Source: an optimization exercise on an open RTL-to-GDS flow (aim: small area, a short achievable clock period and few clock cycles). Production flows keep margins and buffers that such runs may drop. The RTL was checked by simulation tests, not by an equivalence proof against the original design.

==> quartz: inputs <==
==> flow/design.v <==
module rc4_encrypt #(
    parameter int unsigned KEY_BYTES = 3
) (
    input  logic                   clk,
    input  logic                   clr,
    input  logic                   start,
    input  logic [8*KEY_BYTES-1:0] secret_key,
    output logic                   busy,
    input  logic                   pt_valid,
    input  logic [7:0]             pt_data,
    input  logic                   pt_last,
    output logic                   pt_ready,
    output logic                   ct_valid,
    output logic [7:0]             ct_data,
    output logic                   ct_last,
    input  logic                   ct_ready,
    output logic                   done
);
    localparam int unsigned KW = 8 * KEY_BYTES;
    localparam int unsigned FD = 4;           
    logic          r_busy;                    
    logic          r_init;                    
    logic          r_ksa;                     
    logic          r_str;                     
    logic          r_sw;                      
    logic [7:0]    r_r;                       
    logic [7:0]    r_pend;                    
    logic [7:0]    r_addr;                    
    logic [7:0]    r_lag;                     
    logic [KW-1:0] r_key;
    logic          r_done;
    logic [2047:0] r_p;
    logic          r_b1v, r_b2v;
    logic [7:0]    r_sj;
    logic [7:0]    r_sar;                     
    logic [7:0]    r_t2;                      
    logic [7:0]    r_f [FD];
    logic [2:0]    r_fc;
    logic          r_pr;
    logic          r_ov, r_ol, r_sv, r_sl;
    logic [7:0]    r_od, r_sd;
    logic [7:0] w_sa, w_p1, w_p2, w_sj, w_kbn;
    assign w_sa  = r_p[7:0];
    assign w_p1  = ~r_p[15:8];
    assign w_p2  = r_p[23:16];
    assign w_kbn = (KEY_BYTES > 1) ? r_key[KW-9 -: 8] : r_key[KW-1 -: 8];
    logic       w_endks;
    logic [7:0] w_pend_ks, w_pend_st, w_pend_end, w_pend;
    assign w_endks    = r_ksa & (r_r == 8'd255);
    assign w_pend_ks  = (r_pend == 8'd1) ? (w_sa + w_kbn) : (r_pend + w_p1 + w_kbn - 8'd1);
    assign w_pend_st  = (r_pend == 8'd1) ? w_sa : (r_pend + w_p1 - 8'd1);
    assign w_pend_end = ((r_pend == 8'd2) ? w_sa : w_p2) - 8'd1;
    always_comb begin
        if (r_ksa)      w_pend = w_endks ? w_pend_end : w_pend_ks;
        else if (r_sw)  w_pend = w_pend_st;
        else            w_pend = r_pend;
    end
    logic [7:0] w_tp, w_am1, w_t2;
    assign w_tp  = r_sar + r_sj;
    assign w_am1 = r_addr - 8'd1;
    assign w_t2  = (w_tp == 8'd255) ? w_am1 : (w_tp == w_am1) ? 8'd255 : w_tp;
    logic [7:0] w_k, w_head, w_ct;
    assign w_k    = r_p[r_t2*8 +: 8] ^ {8{r_t2[0]}};
    assign w_head = (r_fc != 3'd0) ? r_f[0] : w_k;
    assign w_ct   = pt_data ^ w_head;
    logic w_accept, w_pop, w_lastx;
    assign w_accept = start & ~r_busy;
    assign w_pop    = pt_valid & r_pr;
    assign w_lastx  = r_ov & ct_ready & r_ol;
    logic       n_ksa, n_str, n_sv, n_ov, n_sw;
    logic [7:0] n_lag;
    logic [2:0] n_fc, n_occ;
    always_comb begin
        n_ksa = (r_ksa & ~w_endks) | w_accept;
        n_str = (r_str & ~(w_pop & pt_last)) | w_endks;
        if (w_endks)       n_lag = 8'd255;
        else if (r_sw)     n_lag = r_lag;
        else               n_lag = r_lag + 8'd1;
        n_fc  = r_fc + {2'b0, r_b2v} - {2'b0, w_pop};
        n_occ = r_fc + {2'b0, r_b2v} + {2'b0, r_b1v} + {2'b0, r_sw & r_str};
        n_sw  = n_ksa | (n_str & (n_lag == 8'd0) & (n_occ < 3'(FD)));
        if (~r_ov | ct_ready) begin
            n_ov = r_sv | w_pop;
            n_sv = 1'b0;
        end else begin
            n_ov = 1'b1;
            n_sv = r_sv | w_pop;
        end
    end
    always_ff @(posedge clk) begin
        if (clr) begin
            r_busy <= 1'b0;
            r_init <= 1'b1;
            r_ksa  <= 1'b0;
            r_str  <= 1'b0;
            r_sw   <= 1'b0;
            r_pr   <= 1'b0;
            r_ov   <= 1'b0;
            r_sv   <= 1'b0;
            r_done <= 1'b0;
            r_b1v  <= 1'b0;
            r_b2v  <= 1'b0;
            r_fc   <= 3'd0;
        end else begin
            r_busy <= (r_busy & ~w_lastx) | w_accept;
            r_init <= ~((r_busy & ~w_lastx) | w_accept);
            r_done <= r_busy & w_lastx;
            r_ksa  <= n_ksa;
            r_str  <= n_str;
            r_sw   <= n_sw;
            r_pr   <= n_str & ((n_fc != 3'd0) | r_b1v) & ~n_sv;
            r_ov   <= n_ov;
            r_sv   <= n_sv;
            r_b1v  <= r_sw & r_str;
            r_b2v  <= r_b1v;
            r_fc   <= r_init ? 3'd0 : n_fc;
        end
    end
    always_ff @(posedge clk) begin
        r_lag <= n_lag;
        if (r_init) begin
            r_r    <= 8'd0;
            r_key  <= secret_key;
            r_pend <= secret_key[KW-1 -: 8];
            r_addr <= secret_key[KW-1 -: 8];
        end else begin
            r_r    <= r_r + 8'd1;
            if (r_ksa) r_key <= {r_key[KW-9:0], r_key[KW-1 -: 8]};
            r_pend <= w_pend;
            r_addr <= n_sw ? w_pend : 8'd0;
        end
        r_sj  <= w_sj;
        r_sar <= w_sa - r_r - 8'd2;
        r_t2  <= w_t2;
        for (int n = 0; n < FD; n++) begin
            if (w_pop) begin
                if (n + 1 < FD && 3'(n + 1) < r_fc) r_f[n] <= r_f[n+1];
                else                               r_f[n] <= w_k;
            end else begin
                if (3'(n) >= r_fc) r_f[n] <= w_k;
            end
        end
        if (~r_ov | ct_ready) begin
            r_od <= r_sv ? r_sd : w_ct;
            r_ol <= r_sv ? r_sl : pt_last;
        end else if (w_pop) begin
            r_sd <= w_ct;
            r_sl <= pt_last;
        end
    end
    logic [255:0] w_eq, w_a, w_n;
    logic [7:0]   w_bus [2][2];
    always_comb begin
        for (int p = 0; p < 256; p++) w_eq[p] = (r_addr == 8'(p));
        w_sj = 8'd0;
        for (int p = 0; p < 256; p++) w_sj = w_sj | ({8{w_eq[p]}} & (r_p[p*8 +: 8] ^ {8{p[0]}}));
        for (int p = 0; p < 255; p++) begin
            w_a[p] = r_init | w_eq[p+1];
            w_n[p] = ~r_init & ~w_eq[p+1];
        end
        w_a[255] = 1'b0;
        w_n[255] = ~r_init;
        for (int k1 = 0; k1 < 2; k1++)
            for (int k2 = 0; k2 < 2; k2++)
                w_bus[k1][k2] = r_init ? {8{k2[0]}} : (w_sa ^ {8{k1[0]}});
    end
    logic [2047:0] w_pd;
    for (genvar p = 0; p < 255; p++) begin : g_ent
        for (genvar b = 0; b < 8; b++) begin : g_bit
            rc4_sbox_bit u_bit (
                .x(w_bus[p % 2 ? 0 : 1][(((p >> b) ^ p) % 2) ? 0 : 1][b]), .a(w_a[p]),
                .up(r_p[(p+1)*8 + b]), .n(w_n[p]), .d(w_pd[p*8 + b])
            );
        end
    end
    assign w_pd[255*8 +: 8] = ~(w_sj | {8{r_init}});
    always_ff @(posedge clk) begin
        r_p <= w_pd;
    end
    assign busy     = r_busy;
    assign pt_ready = r_pr;
    assign ct_valid = r_ov;
    assign ct_data  = r_od;
    assign ct_last  = r_ol;
    assign done     = r_done;
endmodule
module rc4_sbox_bit (
    input  logic x,
    input  logic a,
    input  logic up,
    input  logic n,
    output logic d
);
    assign d = ~((x & a) | (up & n));
endmodule
==> flow/flow/run.sh <==
#!/bin/bash
# Standard ORFS layout with three changes to how it is made (constraints unchanged):
#  - the S-box bit cells, which synthesis keeps as their own small module, are
#    mapped by ABC to a22oi_2; they drive only a flip-flop input, so they are
#    set to a22oi_1 before placement (the resizer may still upsize any of them);
#  - repair_timing aims for a larger setup slack than the clock needs;
#  - ports are buffered with buf_4 instead of the default delay-style buffer.
set -euo pipefail
EXTRA=(SETUP_SLACK_MARGIN=${MARGIN:-9} "BUFFER_PORTS_ARGS=-buffer_cell sky130_fd_sc_hd__buf_4")
bash standard.sh "${EXTRA[@]}" do-yosys-canonicalize do-yosys > make_synth.log 2>&1
NET=$(ls orfs/results/*/rc4_encrypt/base/1_2_yosys.v)
sed -i 's/sky130_fd_sc_hd__a22oi_2 /sky130_fd_sc_hd__a22oi_1 /' "$NET"
bash standard.sh "${EXTRA[@]}" ${FINAL_TARGET:-finish} > make_finish.log 2>&1
==> flow/standard.sh <==
#!/bin/bash
# synth_recipe.tcl (not shown) runs the flow's synth.tcl, then flattens the netlist and writes it again
# the make line also repeats each setting of config.mk as NAME=value (left out here)
make -C /OpenROAD-flow-scripts/flow DESIGN_CONFIG=/design/flow/config.mk WORK_HOME=/design/flow/orfs CLKGATE_MAP_FILE= SYNTH_SCRIPT=/design/flow/synth_recipe.tcl "${@:-finish}"
==> flow/config.mk <==
export PLATFORM = sky130hd
export DESIGN_NAME = rc4_encrypt
export DESIGN_NICKNAME = rc4_encrypt
export VERILOG_FILES = /design/flow/design.v
export SDC_FILE = /design/flow/constraint.sdc
export NUM_CORES = 4
export LEC_CHECK = 0
export CAP_MARGIN = 20
export CORE_MARGIN = 2
export CORE_UTILIZATION = 40
export PLACE_DENSITY = 0.6
export SLEW_MARGIN = 20
export SYNTH_HIERARCHICAL = 1
export SYNTH_MINIMUM_KEEP_SIZE = 0
==> flow/constraint.sdc <==
create_clock -name core_clock -period 13.5 [get_ports {clk}]
set_input_delay 2.7000 -clock core_clock [delete_from_list [all_inputs] [get_ports {clk}]]
set_output_delay 2.7000 -clock core_clock [all_outputs]
set_load 0.01 [all_outputs]
==> delta (differences from quartz) <==
--- a/flow/design.v
+++ b/flow/design.v
@@ -151,8 +151,7 @@
     logic [255:0] w_eq, w_a, w_n;
     logic [7:0]   w_bus [2][2];
+    assign w_sj = r_p[r_addr*8 +: 8] ^ {8{r_addr[0]}};
     always_comb begin
         for (int p = 0; p < 256; p++) w_eq[p] = (r_addr == 8'(p));
-        w_sj = 8'd0;
-        for (int p = 0; p < 256; p++) w_sj = w_sj | ({8{w_eq[p]}} & (r_p[p*8 +: 8] ^ {8{p[0]}}));
         for (int p = 0; p < 255; p++) begin
             w_a[p] = r_init | w_eq[p+1];
@@ -192,4 +191,4 @@
     output logic d
 );
-    assign d = ~((x & a) | (up & n));
+    assign d = ~((x | n) & (up | a));
 endmodule
==> flow/flow/run.sh (replaced) <==
#!/bin/bash
# Standard ORFS layout with two changes to how it is made (constraints unchanged):
#  - repair_timing aims for a larger setup slack than the clock needs;
#  - ports are buffered with buf_4 instead of the default delay-style buffer.
set -euo pipefail
EXTRA=(SETUP_SLACK_MARGIN=${MARGIN:-9} "BUFFER_PORTS_ARGS=-buffer_cell sky130_fd_sc_hd__buf_4")
bash standard.sh "${EXTRA[@]}" ${FINAL_TARGET:-finish} > make_finish.log 2>&1
Settings changed: CTS_BUF_LIST set to sky130_fd_sc_hd__clkbuf_16, CTS_CLUSTER_DIAMETER set to 60, CTS_CLUSTER_SIZE set to 24.
==> run_results.csv <==
group,metric,value,unit
run_status,status,"no timing/DRC/antenna violations",
place,place_inst,10800,
yosys,syn_inst,7892,
place,globalplace.congestion,1.01,
global_routing,use_met3,11.2,%
place,placed_area,102000,um2
global_routing,grtUsageMet2,47.9,%
cts,cts.repair.resized,91,
die,rows,181,
die,die-width,500,um
yosys,synthesis.nets,7993,
global_routing,grt_use_met1,42.2,%
cts,tritoncts.num_buffers,152,
global_routing,grt_pass1_vias,79900,
global_routing,globalRouteOverflowTotal,0,
Source of the figures above: delta

==> run_results.csv <==
group,metric,value,unit
run_status,status,"did not finish",
run_status,tool.error,"[ERROR GRT-0116] Global routing finished with congestion. Check the congestion regions in the DRC Viewer.",
global_routing,grt_use_met1,85.0,%
yosys,syn_inst,9432,
global_routing,use_met3,75.4,%
die,rows,182,
global_routing,globalRouteOverflowTotal,1445,
place,globalplace.congestion,1.44,
cts,cts.repair.resized,232,
run_status,stop_stage,"global routing",
cts,tritoncts.num_buffers,231,
Source of the figures above: quartz

Testbench counts of quartz, summed over its fixed seeds: cycles 31,748.
Testbench counts of delta, summed over its fixed seeds: cycles 31,748.

==> afterwards: timing with drivers on the ports <==
How much do the figures lean on ideal ports? The routed layout below was timed once more, with nothing changed but the port constraints. Step 1, drivers: a clkbuf_16 drives clk and a buf_2 each remaining input, both assumed. Step 2, shift: input delay + t, output delay - t, t = (earliest + latest rising clock arrival at the registers) / 2. This alone moves slack from input paths to output paths. a / b / c = no drivers / after step 1 / after step 2; a / b = the first two.
run: delta
t, ns: 0.976
setup slack, ns: 8.768 / 8.768 / 8.768
worst hold slack (ns): 0.420 / 0.420 / 0.420
After both steps setup and hold are still met in delta. For delta, drivers alone change the setup slack by 0.000 ns; drivers and shift together by 0.000 ns.
